This is an optimization exercise on Yosys and OpenROAD, whose aim is small area, a short achievable clock period and few clock cycles, not a production implementation.
Where RTL was checked, it was by simulation tests only, not by an equivalence proof against the original.
Function not checked in run 7: the RTL went through the layout flow alone.
Power figures rest on the tool's default switching activity, not on a simulated workload.

--- flow/config.mk ---
export PLATFORM = sky130hd
export DESIGN_NAME = tetris_board_renderer
export DESIGN_NICKNAME = tetris_board_renderer
export VERILOG_FILES = /design/flow/design.v
export SDC_FILE = /design/flow/constraint.sdc
export NUM_CORES = 4
export LEC_CHECK = 0
export ABC_AREA = 1
export CAP_MARGIN = 20
export CORE_MARGIN = 2
export CORE_UTILIZATION = 60
export CTS_CLUSTER_DIAMETER = 80
export CTS_CLUSTER_SIZE = 24
export PLACE_DENSITY = 0.7
export SETUP_SLACK_MARGIN = 3.05
export SLEW_MARGIN = 20
--- flow/constraint.sdc ---
create_clock -name core_clock -period 5.5 [get_ports {CLOCK_50}]
set_input_delay 1.1000 -clock core_clock [delete_from_list [all_inputs] [get_ports {CLOCK_50}]]
set_output_delay 1.1000 -clock core_clock [all_outputs]
set_load 0.01 [all_outputs]
--- flow/design.v ---
package tetris_pkg;
    localparam int BOARD_W = 10;
    localparam int BOARD_H = 20;
    typedef logic [3:0] col_t;
    typedef logic [4:0] row_t;
    localparam col_t LAST_COL = col_t'(BOARD_W - 1);
    localparam row_t LAST_ROW = row_t'(BOARD_H - 1);
    localparam logic [23:0] RGB_BORDER     = 24'h808080;
    localparam logic [23:0] RGB_BACKGROUND = 24'h000000;
    function automatic logic [23:0] palette(input logic [2:0] c);
        logic [23:0] rgb;
        case (c)
            3'd0:     rgb = 24'h202020;
            3'd1:     rgb = 24'h00FFFF;
            3'd2:     rgb = 24'hFFFF00;
            3'd3:     rgb = 24'hA000F0;
            3'd4:     rgb = 24'h00F000;
            3'd5:     rgb = 24'hF00000;
            3'd6:     rgb = 24'h0000F0;
            3'd7:     rgb = 24'hF0A000;
            default: rgb = RGB_BACKGROUND;
        endcase
        palette = rgb;
    endfunction
endpackage
module board_bulk_fsm
(
    input  logic clk,
    input  logic reset,
    input  logic i_clr_req,
    input  logic i_shift_req,
    input  logic [4:0] i_shift_row,
    output logic o_busy,
    output logic o_op_done,
    output logic o_wr_ready,
    output logic o_clr_go,
    output logic o_shift_go
);
    logic r_op_done;
    always_comb begin
        o_clr_go   = i_clr_req;
        o_shift_go = !i_clr_req && i_shift_req && (i_shift_row <= tetris_pkg::LAST_ROW);
    end
    always_ff @(posedge clk) begin
        if (reset)
            r_op_done <= 1'b0;
        else
            r_op_done <= o_clr_go || o_shift_go;
    end
    assign o_busy     = 1'b0;
    assign o_wr_ready = 1'b1;
    assign o_op_done  = r_op_done;
endmodule
module tetris_board_renderer
(
    input  logic       CLOCK_50,
    input  logic       reset,
    input  logic [9:0] i_x,
    input  logic [8:0] i_y,
    output logic [7:0] o_r,
    output logic [7:0] o_g,
    output logic [7:0] o_b,
    input  logic       bus_wr_valid,
    output logic       bus_wr_ready,
    input  logic [3:0] bus_wr_col,
    input  logic [4:0] bus_wr_row,
    input  logic [2:0] bus_wr_color,
    input  logic       bus_clr_req,
    input  logic       bus_shift_req,
    input  logic [4:0] bus_shift_row,
    output logic       bus_busy,
    output logic       bus_op_done
);
    localparam int H = tetris_pkg::BOARD_H;
    localparam int W = tetris_pkg::BOARD_W;
    logic w_clr_go, w_shift_go;
    board_bulk_fsm u_bulk_fsm (
        .clk         (CLOCK_50),
        .reset       (reset),
        .i_clr_req   (bus_clr_req),
        .i_shift_req (bus_shift_req),
        .i_shift_row (bus_shift_row),
        .o_busy      (bus_busy),
        .o_op_done   (bus_op_done),
        .o_wr_ready  (bus_wr_ready),
        .o_clr_go    (w_clr_go),
        .o_shift_go  (w_shift_go)
    );
    logic         w_wipe;
    logic [H-1:0] w_sh, w_wdec, w_whit;
    logic [W-1:0] w_chit;
    logic [2:0]   w_color;
    always_comb begin
        w_wipe  = reset || w_clr_go;
        w_color = w_wipe ? 3'd0 : bus_wr_color;
        for (int c = 0; c < W; c++)
            w_chit[c] = w_wipe || (bus_wr_valid && (bus_wr_col == 4'(c)));
        for (int r = 0; r < H; r++) begin
            w_sh[r]   = !reset && w_shift_go && (5'(r) <= bus_shift_row);
            w_wdec[r] = w_wipe || (bus_wr_valid && (bus_wr_row == 5'(r)));
        end
        for (int r = 0; r < H; r++)
            w_whit[r] = (r > 0 && w_sh[r]) ? w_wdec[(r > 0) ? r - 1 : 0]
                                           : (w_wdec[r] && !w_sh[r]);
    end
    logic [H-1:0] r_p_sh, r_p_wdec, w_p_whit;
    logic [W-1:0] r_p_chit;
    logic [2:0]   r_p_color;
    always_ff @(posedge CLOCK_50) begin
        r_p_sh    <= w_sh;
        r_p_wdec  <= w_wdec;
        r_p_chit  <= w_chit;
        r_p_color <= w_color;
    end
    always_comb begin
        for (int r = 0; r < H; r++)
            w_p_whit[r] = (r > 0 && r_p_sh[r]) ? r_p_wdec[(r > 0) ? r - 1 : 0]
                                               : (r_p_wdec[r] && !r_p_sh[r]);
    end
    logic [2:0] r_cells [H][W];
    always_ff @(posedge CLOCK_50) begin
        for (int r = 0; r < H; r++)
            for (int c = 0; c < W; c++) begin
                if (w_p_whit[r] && r_p_chit[c])
                    r_cells[r][c] <= r_p_color;
                else if (r_p_sh[r])
                    r_cells[r][c] <= (r > 0) ? r_cells[(r > 0) ? r - 1 : 0][c] : 3'd0;
            end
    end
    logic [H:0]   w_ydec;           
    logic [W-1:0] w_xdec;
    logic [H:0]   w_therm;          
    logic         w_in_board, w_in_box, w_fwd;
    always_comb begin
        for (int k = 0; k <= H; k++) begin
            w_ydec[k]  = (k < H) && (i_y[8:2] == 7'(k + 5));
            w_therm[k] = (5'(k) <= bus_shift_row);
        end
        for (int c = 0; c < W; c++)
            w_xdec[c] = (i_x[9:2] == 8'(c + 15));
        w_in_board = (i_x >= 10'd60) && (i_x <= 10'd99) && (i_y >= 9'd20) && (i_y <= 9'd99);
        w_in_box   = (i_x >= 10'd58) && (i_x <= 10'd101) && (i_y >= 9'd18) && (i_y <= 9'd101);
        w_fwd      = |(w_ydec[H-1:0] & w_whit) && |(w_xdec & w_chit);
    end
    logic         r_s1_in_board, r_s1_in_frame;
    logic [H-1:0] r_s1_row;
    logic [W-1:0] r_s1_col;
    logic         r_s1_fwd;
    logic [2:0]   r_s1_fwd_color;
    always_ff @(posedge CLOCK_50) begin
        r_s1_in_board <= w_in_board;
        r_s1_in_frame <= w_in_box && !w_in_board;
        for (int r = 0; r < H; r++)
            r_s1_row[r] <= (w_ydec[r + 1] && w_shift_go && w_therm[r + 1]) ||
                           (w_ydec[r] && !(w_shift_go && w_therm[r]));
        r_s1_col       <= w_xdec;
        r_s1_fwd       <= w_fwd;
        r_s1_fwd_color <= w_color;
    end
    logic [2:0] w_cell;
    always_comb begin
        logic [H-1:0] t_r;
        logic [W-1:0] t_c;
        logic [2:0]   rd;
        for (int b = 0; b < 3; b++) begin
            for (int c = 0; c < W; c++) begin
                for (int r = 0; r < H; r++)
                    t_r[r] = r_cells[r][c][b] && r_s1_row[r];
                t_c[c] = |t_r && r_s1_col[c];
            end
            rd[b] = |t_c;
        end
        w_cell = r_s1_fwd ? r_s1_fwd_color : rd;
    end
    logic [23:0] w_rgb;
    logic [3:0]  r_red, r_grn, r_blu;
    always_comb begin
        if (r_s1_in_board)
            w_rgb = tetris_pkg::palette(w_cell);
        else if (r_s1_in_frame)
            w_rgb = tetris_pkg::RGB_BORDER;
        else
            w_rgb = tetris_pkg::RGB_BACKGROUND;
    end
    always_ff @(posedge CLOCK_50) begin
        r_red <= {w_rgb[23], w_rgb[22], w_rgb[21], w_rgb[19]};
        r_grn <= {w_rgb[15], w_rgb[14], w_rgb[13], w_rgb[11]};
        r_blu <= {w_rgb[7],  w_rgb[6],  w_rgb[5],  w_rgb[3]};
    end
    assign o_r = {r_red[3], r_red[2], r_red[1], r_red[2], {4{r_red[0]}}};
    assign o_g = {r_grn[3], r_grn[2], r_grn[1], r_grn[2], {4{r_grn[0]}}};
    assign o_b = {r_blu[3], r_blu[2], r_blu[1], r_blu[2], {4{r_blu[0]}}};
endmodule
--- flow/flow/run.sh ---
#!/bin/bash
# Layout flow: the standard flow (standard.sh, all steps, unchanged
# synthesis), except that the port buffers are inserted as
# sky130_fd_sc_hd__buf_4. The default pick is a delay cell
# (clkdlybuf4s50_1), which the footprint-matched resizer cannot later swap
# for a real buffer, so it stays on every input and output path.
# Each tool's full output goes to standard.log in the work folder.
set -euo pipefail
bash standard.sh BUFFER_PORTS_ARGS="-buffer_cell sky130_fd_sc_hd__buf_4" finish > standard.log 2>&1
--- flow/standard.sh ---
#!/bin/bash
# synth_recipe.tcl (not shown) runs the flow's synth.tcl, then flattens the netlist and writes it again
# the make line also repeats each setting of config.mk as NAME=value (left out here)
make -C /OpenROAD-flow-scripts/flow DESIGN_CONFIG=/design/flow/config.mk WORK_HOME=/design/flow/orfs CLKGATE_MAP_FILE= SYNTH_SCRIPT=/design/flow/synth_recipe.tcl "${@:-finish}"
==> flow_metrics.py, run 1 <==
metrics = {
    "placed_design": {
        "port_buffers": 64,
        "dp_hpwl_um": 74500,
        "routabilityCongestion": 0.952,
        "place_ws_ns": 2.25,
        "place_area_sq_mm": 0.0352,
    },
    "synth": {
        "post-synth-top-count-cell": "nand2_1",
        "synthFlopType": "edfxtp_1",
        "syn-cell-area_sq_mm": 0.0342,
        "synthDistinctLibCells": 41,
        "yosysSeqAreaShare": 0.584,
        "async_flop_share": 0,
        "synthTopCellsByCount": "nand2_1 (2,048), o21ai_0 (619), edfxtp_1 (600), nor2_1 (272)",
        "synth.avg_cell_area_sq_um": 8.30,
        "netlist_instances": 4123,
        "synth_top_area_frac": 0.526,
        "synth_edf_count": 600,
        "synthTopCellsByArea": "edfxtp_1 (53%), nand2_1 (22%), o21ai_0 (9.1%)",
        "synth_top_cell_by_area": "edfxtp_1",
        "yosys_warnings": 3,
        "ys_ff_latch": 699,
        "syn_nets": 4169,
    },
    "pwr": {
        "p_leak_nw": 16.3,
        "total_power_mw": 11.4,
        "powerDensity_mw_per_mm2": 305,
        "ir_worst_vdd_mv": 0.316,
    },
    "die": {
        "ios": 68,
        "die_w_um": 243,
        "core_area_sq_mm": 0.0564,
        "die-height_um": 243,
        "die_area_sq_mm": 0.0590,
        "initial_core_util": 0.607,
        "rows": 87,
    },
    "drt": {
        "drt_first_pass_iters": 6,
        "wl_um": 119000,
        "vias": 29824,
        "final_antenna_net_count": 0,
        "drc": 0,
        "via_per_inst": 6.06,
        "routedWlPerCell_um": 24.2,
        "drtIter0Drc": 4482,
    },
    "clocking": {
        "cts_buffer_depth": 3,
        "hold_buffers": 0,
        "clk_pin_slew_ns": 0.10,
        "clock_latency_ns": 0.62,
        "htree_levels": 2,
        "cts-buffers-inserted": 37,
        "numClockSinks": 699,
        "cts_root_buf": "clkbuf_16",
        "cts_tree": "yes",
    },
    "min_path": {
        "hold_start": "r_s1_in_frame",
        "whs_path_depth": 2,
        "min_to": "r_grn[3]",
        "hold_path.class": "flip-flop to flip-flop",
    },
    "job": {
        "max_cap_viol_count": 0,
    },
    "global_routing": {
        "grt_pass1_vias": 26848,
        "grt_max_degree": 139,
        "grt_pass1_wl_um": 170000,
        "grt_usage": 0.396,
        "grt_overflow_total": 0,
        "antenna_found_initial": 7,
    },
    "final_layout": {
        "nets": 4179,
        "area_delta_synth_final_pct": 8.70,
        "postLayoutCellArea_sq_mm": 0.0372,
        "drive_above_1_share": 0.0770,
    },
    "timing": {
        "worst_slack_ns": 3.03,
        "report.final.slew_viol_count": 0,
        "period_minus_slack_ns": 2.47,
        "tns_ns": 0,
        "clock_skew_ns": 0.0318,
        "worst_slew_pin_slew_ns": 1.17,
        "fin_crit_sh": 0.449,
        "fmax_mhz": 405,
        "rsz0062_at_grt": "true",
        "setup_viol": 0,
        "final-hold-violation-count": 0,
        "maxSlewHeadroom": 0.213,
    },
    "setup_path": {
        "reg2reg_depth": 6,
        "critPathArrivalTime_ns": 2.77,
        "r2r-end": "r_cells[125][2]",
        "r2r-start": "r_p_sh[12]",
        "cp_data_required_time_ns": 5.80,
        "cp-start-kind": "flip-flop",
        "critPathKind": "flip-flop to flip-flop",
        "reg2reg_slack_ns": 3.03,
        "end_kind": "flip-flop",
        "cp_max_fo": 12,
    },
    "outcome": {
        "outcome": "finished clean",
    },
}
[worst max-delay path by stage]
stage / from / end / slack, ns
3_5_place_dp: r_s1_row[5] / r_grn[3] / 2.25
5_1_grt: r_s1_row[7] / r_grn[3] / 3.02
3_3_place_gp: r_s1_row[5] / r_grn[3] / 2.23
4_1_cts: r_s1_row[7] / r_grn[3] / 3.04
2_1_floorplan: bus_shift_row[4] / r_s1_fwd / 3.19
6_report: r_p_sh[12] / r_cells[125][2] / 3.03
[registers in the layout, summed over array words and instances, names as in the netlist]
| register | cells |
|---|---|
| r_s1_fwd | 1 |
| r_p_sh | 20 |
| r_p_chit | 10 |
| r_blu | 4 |
| r_s1_in_frame | 1 |
| r_p_wdec | 20 |
| r_s1_col | 10 |
| r_s1_fwd_color | 3 |
| r_red | 4 |
| r_s1_in_board | 1 |
| u_bulk_fsm.r_op_done | 1 |
| r_s1_row | 20 |
| r_cells | 600 |
| r_grn | 4 |
[final cells by class]
cell class	instances	area, sq um
flip-flops and latches	699	20100
fillers	4844	19200
multi-input cells	3131	13200
repair buffers	151	1370
clock buffers	50	985
well taps	756	946
inverters	113	475
clock inverters	13	126
diodes	6	15.0
[what timing repair did]
item | 4_1_cts | 5_1_grt
gates resized for setup | 82 | 45
endpoints found under the hold margin | 0 | 0
endpoints found under the setup margin | 152 | 158
pin swaps | 8 | 20
buffers inserted | 27 | 15
[logic make-up (layout without fill, tap and decap cells)]
kind of cell | count (synthesis) | in the layout | share of synthesized area
compound gates | 692 | 692 | 0.104
simple gates | 2432 | 2432 | 0.273
flops | 699 | 699 | 0.584
buf+inv | 293 | 327 | 0.0366
fa+ha+maj | 5 | 5 | 0.00183
other cells | 2 | 8 | 0.000219
[report_power, final]
| group | internal, mW | switching (mW) | total [mW] |
|---|---|---|---|
| Sequential | 6.55 | 0.415 | 6.97 |
| Clock | 1.35 | 1.83 | 3.18 |
| Combinational | 0.306 | 0.901 | 1.21 |
[per-layer routing]
layer / part of all wire / vias to the layer above / global-route usage
li1: - / 13667 / -
met1: 0.36 / 13740 / 0.543
met2: 0.43 / 2073 / 0.592
met3: 0.15 / 336 / 0.101
met4: 0.056 / 8 / 0.189
met5: 0.00049 / - / 0
[critical path, stage by stage, from the launching register on]
cell and delay, ns:
dfxtp_1 0.31, inv_1 0.80, nand2_1 0.10, o21ai_1 0.12
buf_4 0.37, nand2_1 0.23, nand2_1 0.23
[through the flow]
stage,cells,utilization,hold slack [ns]
2_1_floorplan,4123,-,0.456
3_3_place_gp,4808,0.625,0.481
3_5_place_dp,4808,0.625,0.491
4_1_cts,4898,0.654,0.518
5_1_grt,4913,0.660,0.575
6_report,4919,0.660,0.521
[cells in the final DEF (no fill, tap or decap), types with 7 or more instances in the layout]
| master | instances |
|---|---|
| o21ai_1 | 35 |
| clkbuf_16 | 37 |
| nand2_2 | 14 |
| nor2_1 | 257 |
| clkinv_1 | 7 |
| o21ai_0 | 604 |
| inv_1 | 83 |
| a21oi_1 | 9 |
| buf_8 | 7 |
| dfxtp_4 | 13 |
| nor2_4 | 7 |
| clkbuf_1 | 12 |
| nand4_1 | 9 |
| clkinvlp_4 | 10 |
| buf_12 | 11 |
| buf_4 | 121 |
| edfxtp_1 | 600 |
| o21ai_2 | 18 |
| buf_6 | 12 |
| nand2_1 | 2036 |
| nand3_1 | 64 |
| inv_2 | 10 |
| inv_6 | 11 |
| nor2_2 | 16 |
| dfxtp_1 | 84 |
| nor3_1 | 13 |
Testbench counts, summed over its fixed seeds: cycles 11,597.
==> inputs of run 2 (changes only) <==
--- a/flow/config.mk
+++ b/flow/config.mk
@@ -12,5 +12,5 @@
 export CTS_CLUSTER_DIAMETER = 80
 export CTS_CLUSTER_SIZE = 24
 export PLACE_DENSITY = 0.7
-export SETUP_SLACK_MARGIN = 3.05
+export SETUP_SLACK_MARGIN = 3.3
 export SLEW_MARGIN = 20
==> run 2 against run 1 <==
Clock power about the same; via count up 0.51%; power up 0.39%; register-to-register slack better by 0.06 ns; routed wire length down 0.68%; non-clock buffer count up 28; sequential share of layout area down 0.93 points; synthesized cell count unchanged; worst hold slack better by 0.016 ns; global-route usage down 0.34 points.
==> flow_metrics.py, run 2 <==
metrics = {
    "timing": {
        "rsz0062_at_grt": "true",
        "worst_slew_pin_slew_ns": 1.14,
        "setup_viol": 0,
        "clock_skew_ns": 0.0231,
        "tns_ns": 0,
        "period_minus_slack_ns": 2.41,
        "maxSlewHeadroom": 0.234,
        "fmax_mhz": 415,
        "fin_crit_sh": 0.438,
        "report.final.slew_viol_count": 0,
        "final-hold-violation-count": 0,
    },
    "synth": {
        "async_flop_share": 0,
        "synth_top_cell_by_area": "edfxtp_1",
        "synthSimpleGateAreaFrac": 0.273,
        "synthFlopType": "edfxtp_1",
        "yosys.area_share.xor_xnor": 0,
        "yosysSeqAreaShare": 0.584,
        "synth_top_family_by_area": "simple AND/OR/NAND/NOR gates",
        "syn_nets": 4169,
        "netlist_instances": 4123,
        "post-synth-top-count-cell": "nand2_1",
        "synth_top_area_frac": 0.526,
        "synthDistinctLibCells": 41,
        "syn-cell-area_sq_mm": 0.0342,
        "synth_compound_area_frac": 0.104,
        "synthMuxAreaShare": 0,
        "synthTopCellsByCount": "nand2_1 (2,048), o21ai_0 (619), edfxtp_1 (600), nor2_1 (272)",
        "synth_fa_ha_area_frac": 0.00183,
        "synth.avg_cell_area_sq_um": 8.30,
        "synthTopCellsByArea": "edfxtp_1 (53%), nand2_1 (22%), o21ai_0 (9.1%)",
        "yosys_warnings": 3,
        "synth_edf_count": 600,
        "ys_ff_latch": 699,
    },
    "setup_path": {
        "critPathArrivalTime_ns": 2.91,
        "critPathSlowestCell": "dfxtp_2",
        "critPathKind": "flip-flop to flip-flop",
        "cp_data_required_time_ns": 6.00,
        "cp_max_fo": 6,
        "cp-start-kind": "flip-flop",
        "cp_cell_sequence": "buf_12 > buf_12 > nand2_4 > nand2_2 > nor2_2 > nand4_1 > o21ai_2 > nand2_2 > nor2_4 > nand3_4 > nand2_4 > inv_6 > ha_4 > nand3b_4 > nand3_2",
        "critPathMaxStageDelay_ns": 0.34,
        "crit_family": "simple AND/OR/NAND/NOR gates",
        "end_kind": "flip-flop",
        "path_buf_inv": 3,
    },
    "pwr": {
        "p_leak_nw": 16.6,
        "ir_worst_vdd_mv": 0.342,
        "powerDensity_mw_per_mm2": 301,
    },
    "clocking": {
        "clk_pin_slew_ns": 0.09,
        "cts_tree": "yes",
        "numClockSinks": 699,
        "clock_latency_ns": 0.62,
        "htree_levels": 2,
        "cts_root_buf": "clkbuf_16",
        "cts-buffers-inserted": 37,
        "cts_buffer_depth": 3,
    },
    "final_layout": {
        "drive_above_1_share": 0.0968,
        "nets": 4207,
        "area_delta_synth_final_pct": 10.7,
        "largest_reg_flops": 600,
        "mostFrequentLayoutCells": "nand2_1 (2,016), o21ai_0 (601), edfxtp_1 (600)",
        "top_register": "r_cells",
        "nFillCells": 4692,
        "postLayoutCellArea_sq_mm": 0.0379,
        "layout_commonest_cell": "nand2_1",
    },
    "placed_design": {
        "place_area_sq_mm": 0.0353,
        "port_buffers": 64,
        "routabilityCongestion": 0.954,
        "dp_hpwl_um": 74800,
    },
    "drt": {
        "via_per_inst": 6.06,
        "vias": 29977,
        "final_antenna_net_count": 0,
        "wl_um": 118000,
        "routedWlPerCell_um": 23.9,
        "drt_first_pass_iters": 8,
        "drc": 0,
        "drtIter0Drc": 4325,
    },
    "global_routing": {
        "grt_pass1_vias": 26586,
        "antenna_found_initial": 7,
        "grt_max_degree": 123,
        "grt_pass1_wl_um": 168000,
        "grt_overflow_total": 0,
        "grt_usage": 0.392,
    },
    "outcome": {
        "outcome": "finished clean",
    },
    "die": {
        "initial_core_util": 0.607,
        "rows": 87,
        "die-height_um": 243,
        "ios": 68,
        "die_w_um": 243,
        "die_area_sq_mm": 0.0590,
        "core_area_sq_mm": 0.0564,
    },
    "job": {
        "max_cap_viol_count": 0,
    },
    "min_path": {
        "hold_path.class": "flip-flop to flip-flop",
    },
}
run 2: cells by family after synthesis:
logic type | after synthesis
flip-flops | 699
AND/OR/NAND/NOR | 2432
adder cells (fa/ha/maj) | 5
buffers and inverters | 293
AO/OA/AOI/OAI | 692
other | 2
run 2: layout make-up:
class | count | area (sq um) | share of cell area
Inverter | 113 | 490 | 0.0129
Multi-Input combinational cell | 3131 | 13500 | 0.356
Tap cell | 756 | 946 | 0.0250
Clock inverter | 13 | 155 | 0.00409
Antenna cell | 7 | 17.5 | 0.000462
Clock buffer | 51 | 988 | 0.0261
Sequential cell | 699 | 20100 | 0.530
Timing Repair Buffer | 179 | 1750 | 0.0461
run 2: worst reg2reg max path, delay by kind of cell (launching register included):
family / cells / cell delay (ns)
buf+inv: 3 / 0.35
simple gates: 10 / 1.07
compound gates: 1 / 0.28
flops: 1 / 0.34
fa+ha+maj: 1 / 0.26
run 2: what timing repair did:
item                                   4_1_cts  5_1_grt
hold buffers                                 0        0
buffers inserted                            43       18
cloned                                       3        1
gates resized for setup                    137       88
pin swaps                                   34       48
setup endpoints to repair                  643      272
endpoints found under the hold margin        0        0
run 2: worst paths after layout:
kind              slack, ns           from  endpoint  cells after the start
setup / recovery       3.09    r_s1_row[6]  r_grn[3]                     15
hold / removal         0.54  r_s1_in_frame  r_grn[3]                      2
setup reg to reg       3.09    r_s1_row[6]  r_grn[3]                     15
hold reg to reg        0.54  r_s1_in_frame  r_grn[3]                      2
run 2: metrics by stage:
step	power [mW]	std cells	hold slack, ns	setup WS [ns]	util
after global placement	8.17	4810	0.498	2.22	0.625
after detailed placement	8.21	4812	0.502	2.20	0.626
final	11.4	4949	0.537	3.09	0.672
after global routing	11.7	4944	0.564	3.03	0.672
after floorplan	7.68	4123	0.456	3.22	-
after CTS	11.3	4922	0.533	3.04	0.663
run 2: per-layer routing:
layer / routed length (um) / share of wire / up-vias / track usage
met1: 41900 / 0.35 / 13709 / 0.533
met3: 17400 / 0.15 / 384 / 0.0954
met5: 42 / 0.00036 / - / 0
met2: 51100 / 0.43 / 2147 / 0.584
li1: - / - / 13731 / -
met4: 7680 / 0.065 / 6 / 0.215
run 2: report_power, final:
| group | internal, mW | switching, mW | total [mW] |
|---|---|---|---|
| sequential | 6.55 | 0.427 | 6.98 |
| combinational | 0.317 | 0.900 | 1.22 |
| clock | 1.41 | 1.79 | 3.20 |
| total | 8.28 | 3.11 | 11.4 |
==> inputs of run 3 (changes only) <==
--- a/flow/config.mk
+++ b/flow/config.mk
@@ -11,6 +11,6 @@
 export CORE_UTILIZATION = 60
 export CTS_CLUSTER_DIAMETER = 80
 export CTS_CLUSTER_SIZE = 24
-export PLACE_DENSITY = 0.7
-export SETUP_SLACK_MARGIN = 3.3
+export PLACE_DENSITY = 0.8
+export SETUP_SLACK_MARGIN = 3.2
 export SLEW_MARGIN = 20
==> run 3 against run 2 <==
Still clean; clock skew rose by 0.0034 ns; sequential cell count is the same; area after synthesis stayed put; maximum frequency down 1.2%; sequential share of layout area increased by 0.31 points; synthesized cell count stayed put; register-to-register slack got worse by 0.03 ns; combinational power is essentially flat; first-iteration DRC count increased by 21%; sequential power is essentially flat; setup slack worse by 0.029 ns; non-clock buffer count fell by 17; critical path type unchanged; largest cell class unchanged; largest power group unchanged.
==> flow_metrics.py, run 3 <==
metrics = {
    "placed_design": {
        "dp_hpwl_um": 72100,
        "port_buffers": 64,
        "place_area_sq_mm": 0.0353,
        "routabilityCongestion": 1.00,
    },
    "synth": {
        "synthDistinctLibCells": 41,
        "ys_ff_latch": 699,
        "async_flop_share": 0,
        "synthTopCellsByCount": "nand2_1 (2,048), o21ai_0 (619), edfxtp_1 (600), nor2_1 (272)",
        "synthTopCellsByArea": "edfxtp_1 (53%), nand2_1 (22%), o21ai_0 (9.1%)",
        "synth_top_area_frac": 0.526,
        "yosys_warnings": 3,
        "syn-cell-area_sq_mm": 0.0342,
        "syn_nets": 4169,
        "synth_edf_count": 600,
        "synth_top_cell_by_area": "edfxtp_1",
        "netlist_instances": 4123,
        "synth.avg_cell_area_sq_um": 8.30,
        "post-synth-top-count-cell": "nand2_1",
        "synthFlopType": "edfxtp_1",
        "yosysSeqAreaShare": 0.584,
    },
    "global_routing": {
        "grt_max_degree": 202,
        "grt_pass1_wl_um": 166000,
        "grt_overflow_total": 0,
        "grt_usage": 0.383,
        "antenna_found_initial": 2,
        "grt_pass1_vias": 27411,
    },
    "drt": {
        "via_per_inst": 6.17,
        "drt_first_pass_iters": 8,
        "drc": 0,
        "vias": 30361,
        "final_antenna_net_count": 0,
        "wl_um": 118000,
        "drtIter0Drc": 5250,
        "routedWlPerCell_um": 23.9,
    },
    "setup_path": {
        "critPathMaxStageDelay_ns": 0.43,
        "r2r-start": "r_s1_row[16]",
        "critPathArrivalTime_ns": 2.94,
        "cp-start-kind": "flip-flop",
        "reg2reg_depth": 14,
        "critPathKind": "flip-flop to flip-flop",
        "critPathMostFrequentCell": "nand2_1",
        "critPathLaunch": "r_s1_row[16]",
        "cp_data_required_time_ns": 6.00,
        "cp_max_fo": 8,
        "end_kind": "flip-flop",
        "r2r-end": "r_grn[3]",
        "cp_cell_sequence": "buf_8 > nand2_1 > nand2_1 > nor2_4 > nand3_2 > o21ai_4 > nand2_1 > nor2_2 > nand3_4 > nand2_4 > inv_6 > ha_4 > nand3b_4 > nand3_2",
        "reg2reg_slack_ns": 3.06,
        "critPathSlowestCell": "dfxtp_4",
    },
    "final_layout": {
        "final_util": 0.667,
        "top_register": "r_cells",
        "nets": 4188,
        "area_delta_synth_final_pct": 9.84,
        "mostFrequentLayoutCells": "nand2_1 (2,012), o21ai_0 (602), edfxtp_1 (600)",
        "nFillCells": 4593,
        "postLayoutCellArea_sq_mm": 0.0376,
        "layout_commonest_cell": "nand2_1",
        "drive_above_1_share": 0.0860,
        "largest_reg_flops": 600,
    },
    "clocking": {
        "htree_levels": 2,
        "cts_buffer_depth": 3,
        "cts-buffers-inserted": 35,
        "clock_latency_ns": 0.60,
        "clk_pin_slew_ns": 0.10,
        "cts_tree": "yes",
        "numClockSinks": 699,
        "cts_root_buf": "clkbuf_16",
    },
    "pwr": {
        "p_leak_nw": 16.5,
        "ir_worst_vdd_mv": 0.227,
        "powerDensity_mw_per_mm2": 299,
    },
    "die": {
        "initial_core_util": 0.607,
        "die_area_sq_mm": 0.0590,
        "rows": 87,
        "ios": 68,
        "core_area_sq_mm": 0.0564,
        "die-height_um": 243,
        "die_w_um": 243,
    },
    "timing": {
        "setup_viol": 0,
        "fin_crit_sh": 0.443,
        "report.final.slew_viol_count": 0,
        "fin_hold_ws_ns": 0.559,
        "tns_ns": 0,
        "rsz0062_at_grt": "true",
        "fmax_mhz": 410,
        "worst_slew_pin_slew_ns": 1.21,
        "maxSlewHeadroom": 0.186,
        "clock_skew_ns": 0.0265,
        "period_minus_slack_ns": 2.44,
        "final-hold-violation-count": 0,
    },
    "outcome": {
        "outcome": "finished clean",
    },
    "min_path": {
        "hold_start": "r_cells[34][1]",
        "hold_path.class": "flip-flop to flip-flop",
        "whs_path_depth": 2,
        "min_to": "r_cells[44][1]",
    },
    "job": {
        "max_cap_viol_count": 0,
    },
}
[run 3: cell types whose count changed in the layout (fill, tap and decap cells not counted), sizes merged, moves of 2 or more]
cell	previous run	this run
clkbuf	51	61
buf	177	157
inv	98	96
diode	7	3
clkinv	14	8
bufinv	3	0
[run 3: repair_timing]
item	in CTS	in global routing
pin swaps	24	51
gates resized for setup	109	122
hold buffers	0	0
gates cloned	2	5
endpoints found under the setup margin	593	463
setup buffers	19	18
[run 3: power by group]
part	internal [mW]	switching [mW]	total, mW	leakage, nW
registers	6.56	0.428	6.99	7.03
clock network	1.32	1.72	3.04	0.509
logic	0.310	0.912	1.22	8.95
[run 3: kinds of logic (layout without fill, tap and decap cells)]
kind of cell / count (synthesis) / in the layout / share of synthesized area
and+or+nand+nor: 2432 / 2432 / 0.273
DFF: 699 / 699 / 0.584
AOI/OAI and AO/OA: 692 / 692 / 0.104
buffers and inverters: 293 / 334 / 0.0366
adders and majority gates: 5 / 5 / 0.00183
other: 2 / 5 / 0.000219
[run 3: worst max path at each step]
stage / to / slack, ns / depth (start not counted)
after global routing: r_grn[3] / 3.00 / 14
after CTS: r_grn[3] / 3.08 / 14
final: r_grn[3] / 3.06 / 14
after global placement: r_grn[3] / 2.19 / 14
after floorplan: r_s1_fwd / 3.22 / 13
after detailed placement: r_grn[3] / 2.20 / 14
[run 3: worst max-delay path, delay by kind of cell, from the launching register on]
| family | cells | cell delay (ns) |
|---|---|---|
| adder cells (fa/ha/maj) | 1 | 0.27 |
| buffers and inverters | 2 | 0.22 |
| AND/OR/NAND/NOR | 10 | 1.13 |
| flip-flops | 1 | 0.43 |
| AO/OA/AOI/OAI | 1 | 0.25 |
[run 3: layer usage]
metal	share of wire	track usage	wire length [um]
met4	0.076	0.237	9000
met5	0.00038	0	45
met2	0.42	0.565	49600
met1	0.33	0.501	38600
met3	0.17	0.111	20600
[run 3: area by class of cell]
class	instances	area, sq um	share of cell area
clock inverter	2	12.5	0.000333
antenna	3	7.51	0.000200
tap	756	946	0.0252
sequential	699	20000	0.533
multi-input combinational	3131	13500	0.359
clock buffer	57	1040	0.0277
timing repair buffer	162	1570	0.0417
inverter	113	488	0.0130
[run 3: metrics by stage]
step / setup slack, ns / power (mW) / std cells
after floorplan: 3.22 / 7.68 / 4123
after global placement: 2.19 / 8.14 / 4816
after detailed placement: 2.20 / 8.21 / 4817
after CTS: 3.08 / 11.1 / 4897
after global routing: 3.00 / 11.6 / 4920
final: 3.06 / 11.2 / 4923
==> inputs of run 4 (changes only) <==
--- a/flow/config.mk
+++ b/flow/config.mk
@@ -11,6 +11,6 @@
 export CORE_UTILIZATION = 60
 export CTS_CLUSTER_DIAMETER = 80
 export CTS_CLUSTER_SIZE = 24
-export PLACE_DENSITY = 0.8
+export PLACE_DENSITY = 0.7
 export SETUP_SLACK_MARGIN = 3.2
 export SLEW_MARGIN = 20
==> run 4 against run 3 <==
Still clean; maximum frequency is 2.9% higher; sequential cell count stayed put; clock skew is 0.011 ns higher; critical endpoint unchanged; largest cell class unchanged; largest power group unchanged; highest routed layer unchanged.
==> flow_metrics.py, run 4 <==
metrics = {
    "outcome": {
        "outcome": "finished clean",
    },
    "timing": {
        "rsz0062_at_grt": "true",
        "tns_ns": 0,
        "setup_viol": 0,
        "fmax_mhz": 422,
        "fin_crit_sh": 0.431,
        "maxSlewHeadroom": 0.234,
        "report.final.slew_viol_count": 0,
        "worst_slew_pin_slew_ns": 1.14,
        "final-hold-violation-count": 0,
        "period_minus_slack_ns": 2.37,
        "clock_skew_ns": 0.0380,
    },
    "placed_design": {
        "dp_hpwl_um": 75100,
        "port_buffers": 64,
        "routabilityCongestion": 0.982,
    },
    "synth": {
        "yosysSeqAreaShare": 0.584,
        "synth_top_area_frac": 0.526,
        "syn_nets": 4169,
        "netlist_instances": 4123,
        "synthDistinctLibCells": 41,
        "post-synth-top-count-cell": "nand2_1",
        "ys_ff_latch": 699,
        "synth.avg_cell_area_sq_um": 8.30,
        "yosys_warnings": 3,
        "async_flop_share": 0,
        "synthFlopType": "edfxtp_1",
        "synth_top_cell_by_area": "edfxtp_1",
        "syn-cell-area_sq_mm": 0.0342,
        "synthTopCellsByCount": "nand2_1 (2,048), o21ai_0 (619), edfxtp_1 (600), nor2_1 (272)",
        "synth_edf_count": 600,
        "synthTopCellsByArea": "edfxtp_1 (53%), nand2_1 (22%), o21ai_0 (9.1%)",
    },
    "drt": {
        "vias": 29781,
        "drtIter0Drc": 4676,
        "drc": 0,
        "via_per_inst": 6.02,
        "drt_first_pass_iters": 7,
        "routedWlPerCell_um": 23.9,
        "final_antenna_net_count": 0,
        "wl_um": 118000,
    },
    "pwr": {
        "ir_worst_vdd_mv": 0.276,
        "powerDensity_mw_per_mm2": 302,
        "p_leak_nw": 16.6,
    },
    "clocking": {
        "clk_pin_slew_ns": 0.09,
        "clock_latency_ns": 0.62,
        "numClockSinks": 699,
        "cts-buffers-inserted": 38,
        "cts_root_buf": "clkbuf_16",
        "hold_buffers": 0,
        "htree_levels": 2,
        "cts_tree": "yes",
        "cts_buffer_depth": 3,
    },
    "setup_path": {
        "reg2reg_depth": 14,
        "cp_data_required_time_ns": 5.98,
        "end_kind": "flip-flop",
        "cp-start-kind": "flip-flop",
        "cp_max_fo": 18,
        "critPathKind": "flip-flop to flip-flop",
        "critPathArrivalTime_ns": 2.84,
    },
    "die": {
        "core_area_sq_mm": 0.0564,
        "die_w_um": 243,
        "initial_core_util": 0.607,
        "rows": 87,
        "ios": 68,
        "die_area_sq_mm": 0.0590,
        "die-height_um": 243,
    },
    "final_layout": {
        "area_delta_synth_final_pct": 11.0,
        "mostFrequentLayoutCells": "nand2_1 (2,015), o21ai_0 (602), edfxtp_1 (600)",
        "top_register": "r_cells",
        "nFillCells": 4678,
        "layout_commonest_cell": "nand2_1",
        "final_util": 0.674,
        "nets": 4203,
        "largest_reg_flops": 600,
        "drive_above_1_share": 0.0989,
    },
    "job": {
        "max_cap_viol_count": 0,
    },
    "global_routing": {
        "grt_max_degree": 127,
        "grt_usage": 0.392,
        "grt_pass1_vias": 26919,
        "antenna_found_initial": 2,
        "grt_overflow_total": 0,
        "grt_pass1_wl_um": 169000,
    },
    "min_path": {
        "hold_path.class": "flip-flop to flip-flop",
        "whs_path_depth": 2,
    },
}
==> run 4: final cells by class <==
class | count | area, sq um | area share
inverters | 113 | 492 | 0.0129
multi-input cells | 3131 | 13500 | 0.356
diodes | 4 | 10.0 | 0.000263
repair buffers | 174 | 1740 | 0.0458
flip-flops and latches | 699 | 20100 | 0.528
clock buffers | 55 | 1100 | 0.0289
well taps | 756 | 946 | 0.0249
clock inverters | 12 | 125 | 0.00329
==> run 4: power by group <==
group | switching, mW | total (mW) | internal (mW)
clock | 1.84 | 3.30 | 1.47
sequential | 0.424 | 6.98 | 6.55
combinational | 0.894 | 1.21 | 0.311
==> run 4: critical path, stage by stage, from the launching register on <==
cell and delay [ns]:
dfxtp_4 0.44, buf_8 0.21, nand2_1 0.08, nand2_1 0.07, nor2_1 0.16, nand2_1 0.09
o21ai_2 0.18, nand2_2 0.11, nor2_4 0.17, nand3_4 0.13, nand2_4 0.10, inv_6 0.05
ha_4 0.25, nand3b_4 0.14, nand3_2 0.06
==> run 4: final timing paths <==
| kind | slack, ns | from | end |
|---|---|---|---|
| max | 3.13 | r_s1_row[17] | r_grn[3] |
| min | 0.54 | r_s1_in_frame | r_red[3] |
| min reg2reg | 0.54 | r_s1_in_frame | r_red[3] |
| max reg2reg | 3.13 | r_s1_row[17] | r_grn[3] |
==> run 4: cells by family (layout without fill, tap and decap cells) <==
| logic type | after synthesis | in the layout | share of synthesized area |
|---|---|---|---|
| compound gates | 692 | 692 | 0.104 |
| fa+ha+maj | 5 | 5 | 0.00183 |
| buf+inv | 293 | 354 | 0.0366 |
| flops | 699 | 699 | 0.584 |
| other cells | 2 | 6 | 0.000219 |
| simple gates | 2432 | 2432 | 0.273 |
==> run 4: through the flow <==
| step | power (mW) | setup slack (ns) | hold WS, ns | cell area (sq um) | std cells |
|---|---|---|---|---|---|
| 6_report | 11.5 | 3.13 | 0.541 | 38000 | 4944 |
| 5_1_grt | 11.8 | 3.07 | 0.562 | 38000 | 4940 |
| 4_1_cts | 11.4 | 3.10 | 0.503 | 37400 | 4918 |
| 3_5_place_dp | 8.21 | 2.18 | 0.495 | 35200 | 4806 |
| 3_3_place_gp | 8.16 | 2.19 | 0.492 | 35200 | 4806 |
| 2_1_floorplan | 7.68 | 3.22 | 0.456 | 34200 | 4123 |
==> run 4: layer usage <==
layer  vias up  GRT usage  part of all wire
li1      13699          -                 -
met1     13607      0.537              0.36
met2      2136      0.583              0.43
met3       337      0.106              0.15
met4         2      0.189             0.056
met5         -          0           0.00010
==> run 4: what timing repair did <==
item,4_1_cts,5_1_grt
gates resized for setup,134,99
buffers inserted,45,21
setup endpoints to repair,688,233
cloned,0,1
pin swaps,31,69
==> inputs of run 5 (changes only) <==
--- a/flow/config.mk
+++ b/flow/config.mk
@@ -5,7 +5,7 @@
 export SDC_FILE = /design/flow/constraint.sdc
 export NUM_CORES = 4
 export LEC_CHECK = 0
-export ABC_AREA = 1
+export ABC_AREA = 0
 export CAP_MARGIN = 20
 export CORE_MARGIN = 2
 export CORE_UTILIZATION = 60
==> run 5 against run 4 <==
Highest routed layer unchanged; largest cell class unchanged; largest power group unchanged; die area is 2.4% higher; maximum frequency fell by 19%; sequential cell count unchanged; sequential power is essentially flat; area after synthesis up 2.5%.
==> flow_metrics.py, run 5 <==
metrics = {
    "setup_path": {
        "critPathCapture": "r_grn[1]",
        "critPathArrivalTime_ns": 3.44,
        "cp_max_fo": 20,
        "critPathSlowestCell": "o32a_4",
        "critPathMaxStageDelay_ns": 0.49,
        "r2r-end": "r_grn[1]",
        "r2r-start": "r_s1_row[2]",
        "end_kind": "flip-flop",
        "reg2reg_depth": 12,
        "reg2reg_slack_ns": 2.56,
        "cp_cell_sequence": "buf_12 > a22o_1 > a221oi_2 > nand4_1 > o21ai_2 > nand3_2 > o32a_4 > inv_6 > ha_4 > inv_2 > mux2i_1 > and2_1",
        "cp_data_required_time_ns": 6.00,
        "critPathKind": "flip-flop to flip-flop",
        "cp-start-kind": "flip-flop",
        "critPathLaunch": "r_s1_row[2]",
    },
    "clocking": {
        "hold_buffers": 0,
        "clk_pin_slew_ns": 0.09,
        "cts_root_buf": "clkbuf_16",
        "cts_tree": "yes",
        "htree_levels": 2,
        "clock_latency_ns": 0.63,
        "numClockSinks": 699,
        "cts-buffers-inserted": 38,
        "cts_buffer_depth": 3,
    },
    "synth": {
        "synthDistinctLibCells": 67,
        "synth_top_area_frac": 0.514,
        "synthTopCellsByCount": "edfxtp_1 (600), mux2_2 (589), nand2_1 (226), a21o_1 (202), clkbuf_1 (177)",
        "post-synth-top-count-cell": "edfxtp_1",
        "ys_ff_latch": 699,
        "netlist_instances": 2669,
        "synthFlopType": "edfxtp_1",
        "synth_edf_count": 600,
        "async_flop_share": 0,
        "synth_top_cell_by_area": "edfxtp_1",
        "yosys_warnings": 3,
        "yosysSeqAreaShare": 0.570,
        "synthTopCellsByArea": "edfxtp_1 (51%), mux2_2 (19%), dfxtp_1 (5.7%)",
        "syn-cell-area_sq_mm": 0.0351,
        "syn_nets": 2715,
        "synth.avg_cell_area_sq_um": 13.1,
    },
    "global_routing": {
        "grt_pass1_vias": 26013,
        "grt_pass1_wl_um": 188000,
        "grt_overflow_total": 0,
        "grt_usage": 0.446,
        "grt_max_degree": 82,
        "antenna_found_initial": 7,
    },
    "final_layout": {
        "top_register": "r_cells",
        "drive_above_1_share": 0.370,
        "final_util": 0.676,
        "nets": 2720,
        "layout_commonest_cell": "edfxtp_1",
        "area_delta_synth_final_pct": 11.2,
        "largest_reg_flops": 600,
        "mostFrequentLayoutCells": "edfxtp_1 (600), mux2_2 (580), nand2_1 (224)",
    },
    "drt": {
        "drtIter0Drc": 4929,
        "final_antenna_net_count": 0,
        "wl_met2_um": 55900,
        "wl_um": 136000,
        "routedWlPerCell_um": 39.3,
        "via_per_inst": 7.77,
        "dr.max_layer_used": "met5",
        "wl_met1_um": 46200,
        "drc": 0,
        "drt_first_pass_iters": 7,
        "vias": 26971,
        "met3_length_um": 22900,
    },
    "timing": {
        "final-hold-violation-count": 0,
        "clock_skew_ns": 0.0382,
        "worst_slew_pin_slew_ns": 1.06,
        "setup_viol": 0,
        "fin_crit_sh": 0.535,
        "fmax_mhz": 340,
        "period_minus_slack_ns": 2.94,
        "report.final.slew_viol_count": 0,
        "tns_ns": 0,
        "rsz0062_at_grt": "true",
        "maxSlewHeadroom": 0.294,
    },
    "die": {
        "die-height_um": 246,
        "ios": 68,
        "rows": 88,
        "die_area_sq_mm": 0.0604,
        "initial_core_util": 0.608,
        "die_w_um": 246,
        "core_area_sq_mm": 0.0577,
    },
    "pwr": {
        "seqPwrFrac": 0.588,
        "clkPwrFrac": 0.287,
        "internal_power_mw": 8.70,
        "p_comb_frac": 0.125,
        "p_switching_mw": 3.15,
        "p_leak_nw": 15.7,
        "ir_worst_vdd_mv": 0.293,
        "swShare": 0.266,
        "powerDensity_mw_per_mm2": 304,
    },
    "placed_design": {
        "routabilityCongestion": 0.971,
        "port_buffers": 63,
        "dp_hpwl_um": 81300,
    },
    "job": {
        "max_cap_viol_count": 0,
    },
    "outcome": {
        "outcome": "finished clean",
    },
    "min_path": {
        "hold_path.class": "flip-flop to flip-flop",
    },
}
## run 5: cell types whose count changed in the layout (fill, tap and decap cells not counted), sizes merged, moves of 81 or more
cell,before,now
nand2,2056,227
mux2,0,589
a22o,3,84
a22oi,0,141
a221oi,0,86
a21o,0,202
inv,99,15
nor2,280,58
o21ai,661,74
## run 5: logic make-up (layout without fill, tap and decap cells)
| group | Yosys count | in the layout | synth area share |
|---|---|---|---|
| DFF | 699 | 699 | 0.570 |
| AOI/OAI and AO/OA | 633 | 634 | 0.138 |
| muxes | 597 | 597 | 0.191 |
| and+or+nand+nor | 479 | 480 | 0.0645 |
| buffers and inverters | 254 | 282 | 0.0339 |
| adders and majority gates | 5 | 5 | 0.00178 |
| other | 2 | 10 | 0.000214 |
## run 5: through the flow
step	cells	hold slack, ns	power (mW)	instance area (sq um)	setup WS [ns]
3_3_place_gp	3333	0.526	8.35	36100	1.80
2_1_floorplan	2669	0.473	7.78	35300	2.68
6_report	3472	0.542	11.9	39000	2.56
3_5_place_dp	3334	0.520	8.41	36100	1.76
5_1_grt	3464	0.556	12.1	39000	2.53
4_1_cts	3463	0.534	11.7	38800	2.69
## run 5: timing repair
item,CTS,global route
resized for setup,181,29
gates cloned,4,0
endpoints found under the setup margin,357,128
buffers inserted,60,1
pin swaps,38,13
## run 5: power groups by stage
stage | sequential, mW | combinational (mW) | clock (mW)
after detailed placement | 7.04 | 1.38 | 0
after CTS | 6.92 | 1.42 | 3.38
after global routing | 6.98 | 1.54 | 3.55
after floorplan | 6.77 | 1.02 | 0
after global placement | 7.04 | 1.31 | 0
final | 6.97 | 1.48 | 3.41
## run 5: worst min path at each step
stage | from | end | slack, ns | depth (start not counted)
global route | r_s1_in_frame | r_grn[3] | 0.56 | 2
floorplan | r_s1_in_frame | r_blu[3] | 0.47 | 2
global placement | r_s1_in_frame | r_grn[3] | 0.53 | 2
detailed placement | r_s1_in_frame | r_grn[3] | 0.52 | 2
CTS | r_s1_in_frame | r_grn[3] | 0.53 | 2
finish | r_s1_in_frame | r_grn[3] | 0.54 | 2
## run 5: cell type report
type / count / area, sq um
Multi-Input combinational cell: 1718 / 14600
Clock buffer: 53 / 1140
Sequential cell: 699 / 20100
Antenna cell: 8 / 20.0
Inverter: 11 / 46.3
Fill cell: 4173 / 18700
Timing Repair Buffer: 206 / 1990
Tap cell: 765 / 957
Clock inverter: 12 / 143
## run 5: critical path: cells and delay by family (launching register included)
family / cells / cell delay (ns)
simple gates: 3 / 0.49
compound gates: 4 / 1.20
flops: 1 / 0.45
fa+ha+maj: 1 / 0.22
mux: 1 / 0.06
buf+inv: 3 / 0.38
## run 5: metal layers
layer / up-vias / GRT usage
met5: - / 0
met4: 10 / 0.297
met3: 630 / 0.166
met2: 2672 / 0.629
met1: 13219 / 0.574
li1: 10440 / -
==> inputs of run 6 (changes only) <==
--- a/flow/config.mk
+++ b/flow/config.mk
@@ -5,12 +5,12 @@
 export SDC_FILE = /design/flow/constraint.sdc
 export NUM_CORES = 4
 export LEC_CHECK = 0
-export ABC_AREA = 0
+export ABC_AREA = 1
 export CAP_MARGIN = 20
 export CORE_MARGIN = 2
 export CORE_UTILIZATION = 60
-export CTS_CLUSTER_DIAMETER = 80
-export CTS_CLUSTER_SIZE = 24
+export CTS_CLUSTER_DIAMETER = 90
+export CTS_CLUSTER_SIZE = 30
 export PLACE_DENSITY = 0.7
 export SETUP_SLACK_MARGIN = 3.2
 export SLEW_MARGIN = 20
==> run 6 against run 5 <==
Critical endpoint is now r_grn[3]; global-route usage shrank 5.3 points; power is 3.5% lower; non-clock buffer count fell by 38; die area is 2.4% lower; first-iteration DRC count decreased by 7.5%; sequential share of layout area is 1.8 points higher.
==> flow_metrics.py, run 6 <==
metrics = {
    "timing": {
        "report.final.slew_viol_count": 0,
        "rsz0062_at_grt": "true",
        "fmax_mhz": 419,
        "final-hold-violation-count": 0,
        "period_minus_slack_ns": 2.39,
        "setup_viol": 0,
        "worst_slew_pin_slew_ns": 1.14,
        "clock_skew_ns": 0.0422,
        "maxSlewHeadroom": 0.237,
        "worst_slack_ns": 3.11,
        "fin_crit_sh": 0.434,
        "tns_ns": 0,
    },
    "synth": {
        "netlist_instances": 4123,
        "syn_nets": 4169,
        "ys_ff_latch": 699,
        "synth_edf_count": 600,
        "yosys_warnings": 3,
        "synthTopCellsByCount": "nand2_1 (2,048), o21ai_0 (619), edfxtp_1 (600), nor2_1 (272)",
        "async_flop_share": 0,
        "synthDistinctLibCells": 41,
        "synthTopCellsByArea": "edfxtp_1 (53%), nand2_1 (22%), o21ai_0 (9.1%)",
        "synth_top_area_frac": 0.526,
        "synthFlopType": "edfxtp_1",
        "synth.avg_cell_area_sq_um": 8.30,
        "yosysSeqAreaShare": 0.584,
        "synth_top_cell_by_area": "edfxtp_1",
        "syn-cell-area_sq_mm": 0.0342,
        "post-synth-top-count-cell": "nand2_1",
    },
    "die": {
        "die_area_sq_mm": 0.0590,
        "die-height_um": 243,
        "core_area_sq_mm": 0.0564,
        "die_w_um": 243,
        "ios": 68,
        "initial_core_util": 0.607,
        "rows": 87,
    },
    "setup_path": {
        "critPathMaxStageDelay_ns": 0.40,
        "cp_cell_sequence": "buf_12 > buf_12 > nand2_4 > nand2_2 > nor2_2 > nand3_2 > o21ai_4 > nand2_1 > nor2_2 > nand3_4 > nand2_4 > inv_4 > ha_4 > nand3b_4 > nand3_2",
        "cp_max_fo": 7,
        "crit_family": "simple AND/OR/NAND/NOR gates",
        "cp-start-kind": "flip-flop",
        "cp_data_required_time_ns": 5.99,
        "path_buf_inv": 3,
        "end_kind": "flip-flop",
        "critPathSlowestCell": "dfxtp_4",
        "critPathArrivalTime_ns": 2.88,
        "critPathKind": "flip-flop to flip-flop",
    },
    "placed_design": {
        "place_ws_ns": 2.18,
        "port_buffers": 64,
        "dp_hpwl_um": 75100,
        "dpl.cell_count": 4806,
        "routabilityCongestion": 0.982,
    },
    "final_layout": {
        "final_util": 0.667,
        "drive_above_1_share": 0.0898,
        "top_register": "r_cells",
        "area_delta_synth_final_pct": 9.97,
        "layout.cells.non_filler": 4932,
        "layout_commonest_cell": "nand2_1",
        "largest_reg_flops": 600,
        "nets": 4195,
        "mostFrequentLayoutCells": "nand2_1 (2,033), o21ai_0 (603), edfxtp_1 (600)",
    },
    "drt": {
        "via_per_inst": 6.02,
        "drt_first_pass_iters": 6,
        "vias": 29690,
        "final_antenna_net_count": 0,
        "wl_um": 117000,
        "routedWlPerCell_um": 23.8,
        "drtIter0Drc": 4561,
        "drc": 0,
    },
    "pwr": {
        "seqPwrFrac": 0.609,
        "ir_worst_vdd_mv": 0.286,
        "total_power_mw": 11.4,
        "p_switching_mw": 3.23,
        "p_leak_nw": 16.5,
        "internal_power_mw": 8.21,
        "clkPwrFrac": 0.286,
        "p_comb_frac": 0.105,
        "swShare": 0.282,
        "powerDensity_mw_per_mm2": 304,
    },
    "clocking": {
        "cts_root_buf": "clkbuf_16",
        "htree_levels": 2,
        "hold_buffers": 0,
        "cts-buffers-inserted": 36,
        "clk_pin_slew_ns": 0.11,
        "cts_buffer_depth": 3,
        "numClockSinks": 699,
        "cts_tree": "yes",
        "clock_latency_ns": 0.61,
    },
    "global_routing": {
        "grt_pass1_vias": 26980,
        "grt_overflow_total": 0,
        "grt_pass1_wl_um": 169000,
        "antenna_found_initial": 1,
        "grt_usage": 0.393,
        "grt_max_degree": 127,
    },
    "outcome": {
        "outcome": "finished clean",
    },
    "min_path": {
        "hold_path.class": "flip-flop to flip-flop",
    },
    "job": {
        "max_cap_viol_count": 0,
    },
}
## run 6: worst reg2reg max path, delay by kind of cell, from the launching register on
family / cells / cell delay [ns]
DFF: 1 / 0.40
AOI/OAI and AO/OA: 1 / 0.27
and+or+nand+nor: 10 / 1.04
adders and majority gates: 1 / 0.25
buffers and inverters: 3 / 0.33
## run 6: power by group through the flow
stage | registers, mW | logic (mW) | clock network (mW)
after detailed placement | 7.07 | 1.14 | 0
final | 6.97 | 1.20 | 3.27
after floorplan | 6.87 | 0.809 | 0
after global routing | 7.02 | 1.35 | 3.44
after global placement | 7.07 | 1.10 | 0
after CTS | 6.94 | 1.16 | 3.26
## run 6: cell type report
class                           instances  area, sq um
Sequential cell                       699        20100
Timing Repair Buffer                  168         1590
Multi-Input combinational cell       3131        13300
Antenna cell                            1         2.50
Fill cell                            4747        18800
Tap cell                              756          946
Clock inverter                         23          254
Inverter                              113          489
Clock buffer                           41          951
## run 6: final timing paths
check	start	endpoint	slack [ns]	depth (start not counted)
max reg2reg	r_s1_row[9]	r_grn[3]	3.11	15
min reg2reg	r_cells[121][2]	r_cells[131][2]	0.54	2
max	r_s1_row[9]	r_grn[3]	3.11	15
min	r_cells[121][2]	r_cells[131][2]	0.54	2
## run 6: what timing repair did
| item | 4_1_cts | 5_1_grt |
|---|---|---|
| hold endpoints to repair | 0 | 0 |
| gates resized for setup | 118 | 46 |
| pin swaps | 30 | 26 |
| setup buffers | 50 | 11 |
| endpoints found under the setup margin | 696 | 215 |
## run 6: cell families (layout without fill, tap and decap cells)
group                    count (synthesis)  in the layout  synth area share
AO/OA/AOI/OAI                          692            692             0.104
flip-flops                             699            699             0.584
adder cells (fa/ha/maj)                  5              5           0.00183
buffers and inverters                  293            345            0.0366
AND/OR/NAND/NOR                       2432           2432             0.273
other                                    2              3          0.000219
## run 6: routing by layer
metal	track usage	wire, um	vias to the layer above
li1	-	-	13665
met1	0.535	42400	13541
met2	0.583	49900	2147
met3	0.116	18400	335
met4	0.181	6540	2
met5	0	14	-
## run 6: through the flow
stage	instance area [sq um]	hold slack, ns
after floorplan	34200	0.456
after detailed placement	35200	0.495
after global routing	37600	0.546
final	37600	0.537
after CTS	37400	0.507
after global placement	35200	0.492
==> inputs of run 7 (changes only) <==
--- a/flow/design.v
+++ b/flow/design.v
@@ -21,6 +21,34 @@
             default: rgb = RGB_BACKGROUND;
         endcase
         palette = rgb;
+    endfunction
+    function automatic logic [2:0] cell_enc(input logic [2:0] c);
+        logic [2:0] e;
+        case (c)
+            3'd0:    e = 3'b000;
+            3'd1:    e = 3'b011;
+            3'd2:    e = 3'b111;
+            3'd3:    e = 3'b101;
+            3'd4:    e = 3'b010;
+            3'd5:    e = 3'b100;
+            3'd6:    e = 3'b001;
+            default: e = 3'b110;
+        endcase
+        cell_enc = e;
+    endfunction
+    function automatic logic [2:0] cell_dec(input logic [2:0] e);
+        logic [2:0] c;
+        case (e)
+            3'b000:  c = 3'd0;
+            3'b011:  c = 3'd1;
+            3'b111:  c = 3'd2;
+            3'b101:  c = 3'd3;
+            3'b010:  c = 3'd4;
+            3'b100:  c = 3'd5;
+            3'b001:  c = 3'd6;
+            default: c = 3'd7;
+        endcase
+        cell_dec = c;
     endfunction
 endpackage
 module board_bulk_fsm
@@ -92,7 +120,7 @@
     logic [2:0]   w_color;
     always_comb begin
         w_wipe  = reset || w_clr_go;
-        w_color = w_wipe ? 3'd0 : bus_wr_color;
+        w_color = w_wipe ? 3'd0 : tetris_pkg::cell_enc(bus_wr_color);
         for (int c = 0; c < W; c++)
             w_chit[c] = w_wipe || (bus_wr_valid && (bus_wr_col == 4'(c)));
         for (int r = 0; r < H; r++) begin
@@ -176,7 +204,7 @@
     logic [3:0]  r_red, r_grn, r_blu;
     always_comb begin
         if (r_s1_in_board)
-            w_rgb = tetris_pkg::palette(w_cell);
+            w_rgb = tetris_pkg::palette(tetris_pkg::cell_dec(w_cell));
         else if (r_s1_in_frame)
             w_rgb = tetris_pkg::RGB_BORDER;
         else
--- a/flow/config.mk
+++ b/flow/config.mk
@@ -9,8 +9,8 @@
 export CAP_MARGIN = 20
 export CORE_MARGIN = 2
 export CORE_UTILIZATION = 60
-export CTS_CLUSTER_DIAMETER = 90
-export CTS_CLUSTER_SIZE = 30
+export CTS_CLUSTER_DIAMETER = 80
+export CTS_CLUSTER_SIZE = 24
 export PLACE_DENSITY = 0.7
 export SETUP_SLACK_MARGIN = 3.2
 export SLEW_MARGIN = 20
==> run 7 against run 6 <==
Still clean on timing, DRC and antenna; power rose by 1.1%; routed wire length fell by 0.88%; synthesized cell count fell by 1.1%; clock power barely moved; setup slack got worse by 0.33 ns; clock skew fell by 0.0078 ns; combinational power rose by 5%; maximum frequency fell by 12%; sequential cell count did not move; sequential share of layout area fell by 0.51 points; critical endpoint is now r_blu[0]; highest routed layer is now met4.
==> flow_metrics.py, run 7 <==
metrics = {
    "outcome": {
        "outcome": "finished clean",
    },
    "setup_path": {
        "reg2reg_depth": 17,
        "critPathMaxStageDelay_ns": 0.40,
        "cp_cell_sequence": "buf_12 > nand2_1 > nand2_1 > nor2_1 > nand3b_1 > o21ai_2 > nand2_2 > nor2_2 > nand3_2 > nand2_4 > nand2_2 > buf_4 > buf_4 > buf_4 > buf_4 > buf_4 > nor2_1",
        "critPathArrivalTime_ns": 3.27,
        "end_kind": "flip-flop",
        "critPathMostFrequentCell": "buf_4",
        "cp-start-kind": "flip-flop",
        "critPathKind": "flip-flop to flip-flop",
        "cp_data_required_time_ns": 6.05,
        "critPathSlowestCell": "dfxtp_4",
        "cp_max_fo": 15,
    },
    "clocking": {
        "hold_buffers": 0,
        "clock_latency_ns": 0.61,
        "cts-buffers-inserted": 38,
        "cts_tree": "yes",
        "htree_levels": 2,
        "numClockSinks": 699,
        "cts_root_buf": "clkbuf_16",
        "clk_pin_slew_ns": 0.10,
        "cts_buffer_depth": 3,
    },
    "synth": {
        "synth_edf_count": 600,
        "synth_top_area_frac": 0.527,
        "netlist_instances": 4076,
        "post-synth-top-count-cell": "nand2_1",
        "synthDistinctLibCells": 48,
        "async_flop_share": 0,
        "synthTopCellsByCount": "nand2_1 (1,984), o21ai_0 (626), edfxtp_1 (600), nor2_1 (243), inv_1 (109)",
        "synthFlopType": "edfxtp_1",
        "synth_top_cell_by_area": "edfxtp_1",
        "synth.avg_cell_area_sq_um": 8.39,
        "yosysSeqAreaShare": 0.585,
        "syn_nets": 4122,
        "ys_ff_latch": 699,
        "yosys_warnings": 3,
        "syn-cell-area_sq_mm": 0.0342,
        "synthTopCellsByArea": "edfxtp_1 (53%), nand2_1 (22%), o21ai_0 (9.2%)",
    },
    "die": {
        "rows": 87,
        "initial_core_util": 0.606,
        "die_area_sq_mm": 0.0589,
        "die-height_um": 243,
        "core_area_sq_mm": 0.0564,
        "die_w_um": 243,
        "ios": 68,
    },
    "global_routing": {
        "grt_max_degree": 115,
        "met2_usage": 0.578,
        "antenna_found_initial": 3,
        "grt_pass1_wl_um": 167000,
        "busiest_layer": "met2",
        "grt_use_met1": 0.530,
        "grtUsageMet3": 0.0903,
        "grt_usage": 0.389,
        "grt_overflow_total": 0,
        "grt_pass1_vias": 26832,
    },
    "drt": {
        "drt_first_pass_iters": 6,
        "via_per_inst": 6.09,
        "wl_um": 116000,
        "vias": 29824,
        "final_antenna_net_count": 0,
        "routedWlPerCell_um": 23.7,
        "drtIter0Drc": 4808,
        "drc": 0,
    },
    "final_layout": {
        "multiInputGateArea_sq_mm": 0.0135,
        "mostFrequentLayoutCells": "nand2_1 (1,943), o21ai_0 (608), edfxtp_1 (600)",
        "ff_latch_area_sq_mm": 0.0200,
        "top_register": "r_cells",
        "postLayoutCellArea_sq_mm": 0.0380,
        "layout_commonest_cell": "nand2_1",
        "nFillCells": 4688,
        "largest_reg_flops": 600,
        "area_delta_synth_final_pct": 11.0,
        "drive_above_1_share": 0.0973,
        "nets": 4159,
    },
    "pwr": {
        "p_leak_nw": 16.3,
        "powerDensity_mw_per_mm2": 305,
        "ir_worst_vdd_mv": 0.284,
    },
    "timing": {
        "final-hold-violation-count": 0,
        "setup_viol": 0,
        "rsz0062_at_grt": "true",
        "tns_ns": 0,
        "worst_slew_pin_slew_ns": 1.25,
        "report.final.slew_viol_count": 0,
        "fmax_mhz": 368,
        "clock_skew_ns": 0.0345,
        "maxSlewHeadroom": 0.164,
        "period_minus_slack_ns": 2.72,
        "fin_crit_sh": 0.494,
    },
    "placed_design": {
        "routabilityCongestion": 0.964,
        "port_buffers": 64,
        "dp_hpwl_um": 74300,
        "place_area_sq_mm": 0.0352,
    },
    "min_path": {
        "whs_path_depth": 2,
        "hold_path.class": "flip-flop to flip-flop",
    },
    "job": {
        "max_cap_viol_count": 0,
    },
}
==> run 7: cell count changes after synthesis, sizes merged, moves of 12 or more <==
cell and delta:
nand4 +26, nand2 -64, nor2 -33, nand3 -30, nand3b +12
==> run 7: cells by family (layout without fill, tap and decap cells) <==
family	count (synthesis)	in the layout	synth area share
xor gates and xnor gates	1	1	0.000256
adders and majority gates	5	5	0.00183
buffers and inverters	301	366	0.0370
AOI/OAI and AO/OA	717	717	0.110
DFF	699	699	0.585
other	2	3	0.000220
and+or+nand+nor	2351	2351	0.266
==> run 7: worst max-delay path, delay by kind of cell (launching register included) <==
kind,cells,cell delay [ns]
AOI/OAI and AO/OA,1,0.29
buffers and inverters,6,0.79
DFF,1,0.40
and+or+nand+nor,10,1.17
==> run 7: timing repair <==
action / 4_1_cts / 5_1_grt
endpoints found under the setup margin: 590 / 528
gates resized for setup: 178 / 89
pin swaps: 38 / 48
buffers inserted: 53 / 15
cloned: 0 / 1
==> run 7: area by class of cell <==
class,count,share of cell area
flip-flops and latches,699,0.528
multi-input cells,3076,0.356
repair buffers,178,0.0446
clock buffers,55,0.0292
well taps,756,0.0249
inverters,120,0.0143
clock inverters,13,0.00280
diodes,1,0.0000659
==> run 7: power breakdown <==
| part | internal [mW] | switching (mW) | leakage [nW] | total, mW |
|---|---|---|---|---|
| registers | 6.59 | 0.445 | 7.03 | 7.03 |
| logic | 0.329 | 0.930 | 8.67 | 1.26 |
| clock network | 1.45 | 1.82 | 0.594 | 3.27 |
==> run 7: stage by stage <==
step	worst slack [ns]	power, mW	utilization	cells	hold WS, ns
floorplan	3.01	7.75	-	4076	0.437
global placement	1.81	8.26	0.624	4760	0.533
detailed placement	1.78	8.30	0.624	4760	0.538
CTS	2.90	11.5	0.665	4881	0.551
global route	2.74	11.9	0.673	4897	0.568
finish	2.78	11.6	0.673	4898	0.552
==> run 7: per-layer routing <==
layer | wire [um] | share of wire
met5 | 0 | 0
met4 | 7910 | 0.068
met3 | 17100 | 0.15
met2 | 49400 | 0.42
met1 | 41800 | 0.36
==> run 7: path summary, 6_finish.rpt <==
| kind | from | end | slack (ns) |
|---|---|---|---|
| setup / recovery | r_s1_row[12] | r_blu[0] | 2.78 |
| hold / removal | r_cells[129][1] | r_cells[139][1] | 0.55 |
| setup reg to reg | r_s1_row[12] | r_blu[0] | 2.78 |
| hold reg to reg | r_cells[129][1] | r_cells[139][1] | 0.55 |

[afterwards: timing with drivers on the ports]
Ports are ideal in the flow. The routed layouts listed here were re-timed in OpenROAD.
Step 1 (the two cells are an assumption about what drives the block):
set clk [get_ports {CLOCK_50}]
set_driving_cell -lib_cell sky130_fd_sc_hd__clkbuf_16 $clk
set_driving_cell -lib_cell sky130_fd_sc_hd__buf_2 [delete_from_list [all_inputs] $clk]
Step 2 also shifts input and output timing later by t, the mid clock arrival at the registers, as if the neighbouring blocks saw the same clock.
Slacks: no drivers / after step 1 / after step 2; pairs: no drivers / after step 1.
| run | t, ns | setup WS [ns] | worst hold slack (ns) | slew at the worst register clock pin (ns) | cell pins on the clock port's net |
|---|---|---|---|---|---|
| run 1 | 0.672 | 3.032 / 3.032 / 2.535 | 0.521 / 0.521 / 0.521 | 0.10 / 0.10 | 1 |
| run 2 | 0.667 | 3.092 / 3.092 / 2.756 | 0.537 / 0.537 / 0.537 | 0.10 / 0.10 | 1 |
| run 3 | 0.659 | 3.063 / 3.063 / 2.586 | 0.559 / 0.559 / 0.559 | 0.10 / 0.10 | 1 |
| run 4 | 0.665 | 3.131 / 3.131 / 2.621 | 0.541 / 0.541 / 0.541 | 0.11 / 0.11 | 1 |
| run 5 | 0.672 | 2.558 / 2.558 / 2.479 | 0.542 / 0.542 / 0.542 | 0.11 / 0.11 | 1 |
| run 6 | 0.653 | 3.111 / 3.111 / 2.614 | 0.537 / 0.537 / 0.537 | 0.12 / 0.12 | 1 |
| run 7 | 0.658 | 2.784 / 2.784 / 2.626 | 0.552 / 0.552 / 0.552 | 0.10 / 0.10 | 1 |
After both steps every run listed still meets setup and hold. For run 4, which loses most, drivers alone change the setup slack by 0.000 ns; drivers and shift together by -0.510 ns.
